Background: an optimization exercise with open tools, aiming at small area, a short achievable clock period and few clock cycles per item. Do not read the settings as production practice.
Function was checked by simulation only, so behaviour that the tests miss may differ from the original.

==> flow/design.v, too long to show whole: its modules and the start of the top module <==
// module stage_reg: 32 lines
// module pipe_control: 31 lines
// module mul_csa: 1816 lines
// module div_unit: 85 lines
// module hilo_regs: 24 lines
// module muldiv_top: 107 lines
module muldiv_top (
    input  logic                   clk,
    input  logic                   arst_n_i,
    input  logic                   op_valid_i,
    input  muldiv_pkg::muldiv_op_e op_i,
    input  muldiv_pkg::word_t      opnd_a_i,
    input  muldiv_pkg::word_t      opnd_b_i,
    output logic                   stall_o,
    output logic                   rd_valid_o,
    output muldiv_pkg::word_t      rd_data_o,
    output muldiv_pkg::word_t      hi_o,
    output muldiv_pkg::word_t      lo_o
);
  // ...
==> flow/run.sh <==
#!/bin/bash
# synth_recipe.tcl (not shown) runs the flow's synth.tcl, then flattens the netlist and writes it again
# the make line also repeats each setting of config.mk as NAME=value (left out here)
make -C /OpenROAD-flow-scripts/flow DESIGN_CONFIG=/design/flow/config.mk WORK_HOME=/design/flow/orfs CLKGATE_MAP_FILE= SYNTH_SCRIPT=/design/flow/synth_recipe.tcl finish
==> flow/config.mk <==
export PLATFORM = sky130hd
export DESIGN_NAME = muldiv_top
export DESIGN_NICKNAME = muldiv_top
export VERILOG_FILES = /design/flow/design.v
export SDC_FILE = /design/flow/constraint.sdc
export NUM_CORES = 4
export LEC_CHECK = 0
export ABC_AREA = 1
export CAP_MARGIN = 20
export CORE_MARGIN = 2
export CORE_UTILIZATION = 40
export SLEW_MARGIN = 20
==> flow/constraint.sdc <==
create_clock -name core_clock -period 10.0 [get_ports {clk}]
set_input_delay 2.0000 -clock core_clock [delete_from_list [all_inputs] [get_ports {clk}]]
set_output_delay 2.0000 -clock core_clock [all_outputs]
set_load 0.01 [all_outputs]
==> summary.txt, run 1 <==
synthesis-stage register bit count 373; Antenna Nets Post-Route 0; gpl congestion 1.00; Critical Path End Type register; Post-Place Cells 7020; max reg flops 64; simple logic cell fraction of the synthesized area 0.121; Post-Route Setup TNS 0 ns; Worst R2R End u_div.dvs_q[31]$_SDFF_PP0_; Worst path slowest cell inv_2; Netlist cell types 64; clock tree buffer depth 3; Reg2Reg Depth 24; DR vias/cell 5.89; status no timing/DRC/antenna violations; Hold Path Stages 2; clock sink count 373; GRT Total Usage 0.316; Design Area, Final 49300 um^2; Avg Cell Area, Syn 7.96 um^2; Compound-Gate Fraction of Synth Area 0.175; mux share of post-synthesis cell area 0.00193; Clock Latency Late Sink 0.68 ns; total routed wirelength 185 mm; met2 usage 0.472; die area 114000 um^2; FFs & Latches 373; inverters 845; syn_nets 6359; Post-Syn Instances 5615; r2r setup slk 2.92 ns; fraction of area in multi-input gates 0.642; Cell Area, Placed 47700 um^2; worst setup margin 2.92 ns; Fin Hold WS 0.460 ns; Synth Area in Adders 0.265; post-cts sizing count 0
Testbench counts, summed over its fixed seeds: cycles 6,856, items 4,800.
==> inputs of run 2 (changes only) <==
--- a/flow/config.mk
+++ b/flow/config.mk
@@ -11,2 +11,3 @@
 export CORE_UTILIZATION = 40
+export SETUP_SLACK_MARGIN = 4.5
 export SLEW_MARGIN = 20
==> run 2 against run 1 <==
  * Synthesized cell count unchanged
  * Non-clock buffer count up 118
  * Maximum frequency up 31%
  * Count of clock-buffer cells in the layout down 5
==> summary.txt, run 2 <==
post-DP HPWL 135 mm; top-count cell post-synth inv_1; initial core utilization 0.403; GRT Total Usage 0.322 (+0.00638); most frequent cells in the layout inv_1, nand2_1, xor2_1; Top reg by flops p1_s; final clock skew 0.0650 ns; final setup fails 0; Avg Cell Area, Syn 7.96 um^2 (unchanged); Critical Path End Type register; critical path class reg2reg; crit-path leading delay family adder cells; CP cell instances inv_4 > buf_12 > ha_1 > inv_1 > buf_12 > o22ai_1 > xor2_1 > fa_1 > fa_1 > inv_1 > fa_1 > inv_1 > fa_1 > fa_1 > inv_1 > fa_1; Max Cap Viol 0; Design Area, Final 52600 um^2 (+6.7%); Inserted Clock Buffers 46; Ports 169; Fmax 185 MHz; Layout Cells excl Fill 7238; pre-CTS WS 2.45 ns; post-synthesis sequential area ratio 0.191; Layout fillers 10846; area grow syn2layout 17.6%; vias in the first global route 41868; Crit Path Max Fanout 32; DR vias/cell 5.94 (+0.93%); commonest non-fill, non-tap cell in the layout inv_1; top cells by count, synth inv_1, nand2_1, xor2_1; Final Hold Viols 0; CTS HTree Levels 2; Post-Place Cells 7018 (-0.028%); Largest regs p1_s (64), p1_c (63), u_div.dvs_q (33); initial antenna violation count 5; Die W 338 um; Clock Latency Late Sink 0.69 ns (about the same); Netlist cell types 64 (unchanged); Worst path slowest cell fa_1; cts hold-fix bufs 0; Final period util 0.542; final core occ 0.475; Synth area leaders fa_1, xor2_1, dfxtp_1; synthesis-stage register bit count 373 (unchanged); worst-margin pin slew 1.06 ns; Slew Limit Headroom 0.293; Layout Nets 6453; WL/cell 26.7 um; Hold WC Path Type reg2reg; DRC 0; Antenna Nets Post-Route 0 (unchanged); RSZ-0062 raised after global routing no; status no timing/DRC/antenna violations; Data required, critical path 10.52 ns; top_reg_cell synth dfxtp_1; Final Max Slew Viols 0; row count 122; CP Launch Type register; die area 114000 um^2 (unchanged); Yosys top cell area share 0.206; cell mode on critical path fa_1; total routed wirelength 193 mm (+4.2%); worst setup margin 4.58 ns (+1.66 ns); 1st-pass router iterations 8; GRT Residual Overflow 0; worst stage delay on the critical path 0.58 ns; minimum clock period after layout 5.42 ns; Fin Hold WS 0.479 ns (+0.0189 ns); DR vias 43026; pin count of the biggest net entering global routing 71; clock slew at reported path FFs 0.06 ns; Crit path arrival time 5.94 ns; gpl congestion 0.996 (-0.85%); syn_nets 6359 (unchanged); Post-Route Setup TNS 0 ns (unchanged); port buffer count 168; Cell Area, Placed 47700 um^2 (about the same); clock tree buffer depth 3 (unchanged); Buffers & Inverters on Critical Path 7; clk root buf clkbuf_16; max reg flops 64 (unchanged); layout cells sized above 1 0.111; Die H 338 um; CTS tree yes; clock sink count 373 (unchanged); Post-Syn Instances 5615 (unchanged); number of synthesized flops with an enable pin 66; yosys synthesis warning count 5; ys async rst share 0.212; core footprint 111000 um^2; Post-Syn Area 44700 um^2; initial DRC count 5483; cell taking the most area after synthesis fa_1; first-pass GRT wire length 277 mm
[run 2: final timing paths]
check / cells after the start / end / startpoint / slack [ns]
worst max-delay path: 16 / p1_s[40]$_DFF_P_ / u_issue.b_o[9]$_DFFE_PN_ / 4.58
worst min-delay path: 2 / u_ctrl.c_mthi_o$_DFF_PN0_ / u_issue.dec_o[3]$_DFFE_PN0N_ / 0.48
worst max register to register: 16 / p1_s[40]$_DFF_P_ / u_issue.b_o[9]$_DFFE_PN_ / 4.58
worst min register to register: 2 / u_ctrl.c_mthi_o$_DFF_PN0_ / u_issue.dec_o[3]$_DFFE_PN0N_ / 0.48
max in group asynchronous: 2 / u_hilo.hi_o[8]$_DFFE_PN0P_ / arst_n_i / 7.59
min in group asynchronous: 1 / u_issue.dec_o[4]$_DFFE_PN0N_ / arst_n_i / 1.18
[run 2: timing repair]
item	4_1_cts	5_1_grt
buffers inserted	34	75
pin swaps	12	74
endpoints found under the setup margin	133	101
resized for setup	172	323
cloned	10	12
[run 2: cell type report]
cell class | count | area [um^2] | share of cell area
Sequential cell | 373 | 8540 | 0.162
Clock buffer | 62 | 1360 | 0.0258
Clock inverter | 24 | 315 | 0.00600
Timing Repair inverter | 9 | 66.3 | 0.00126
Tap cell | 1488 | 1860 | 0.0354
Inverter | 845 | 3360 | 0.0639
Timing Repair Buffer | 395 | 4160 | 0.0790
Multi-Input combinational cell | 4039 | 32900 | 0.626
Antenna cell | 3 | 7.51 | 0.000143
[run 2: cells by family after synthesis]
group / count (synthesis) / synth area share
fa+ha+maj: 673 / 0.265
flops: 373 / 0.191
xor+xnor: 733 / 0.144
compound gates: 1339 / 0.175
mux: 8 / 0.00193
buf+inv: 1205 / 0.102
simple gates: 1284 / 0.121
[run 2: per-layer routing]
metal,up-vias,share of wire,GRT usage
li1,18686,-,-
met1,20716,0.39,0.429
met2,2988,0.43,0.483
met3,628,0.12,0.0846
met4,8,0.060,0.157
met5,-,0.00048,0
[run 2: worst reg2reg max path, cell delays in order, from the launching register on]
cell and delay (ns):
edfxtp_1 0.46, inv_4 0.15, buf_12 0.19, ha_1 0.34
inv_1 0.11, buf_12 0.22, o22ai_1 0.15, xor2_1 0.25
fa_1 0.50, fa_1 0.58, inv_1 0.08, fa_1 0.52
inv_1 0.06, fa_1 0.48, fa_1 0.56, inv_1 0.06
fa_1 0.56

[what the ideal ports hide]
How much do the figures lean on ideal ports? The routed layouts below were timed once more, with nothing changed but the port constraints. Step 1 sets driving cells, clkbuf_16 on the clock port and buf_2 on the other inputs (assumed; they add their load-dependent delay and slew). Step 2, shift: input delay + t, output delay - t, t = (earliest + latest rising clock arrival at the registers) / 2. This alone moves slack from input paths to output paths. Three values: ideal ports, drivers, drivers and shift; two values: the first two.
run	t (ns)	setup slack, ns	worst setup path after step 2	latest minus earliest clock arrival (ns)	worst register clock-pin slew, ns
run 1	0.724	2.918 / 2.918 / 2.918	register to register	0.056 / 0.056	0.08 / 0.08
run 2	0.722	4.580 / 4.580 / 4.580	register to register	0.065 / 0.065	0.07 / 0.07
After both steps every run listed still meets setup and hold.
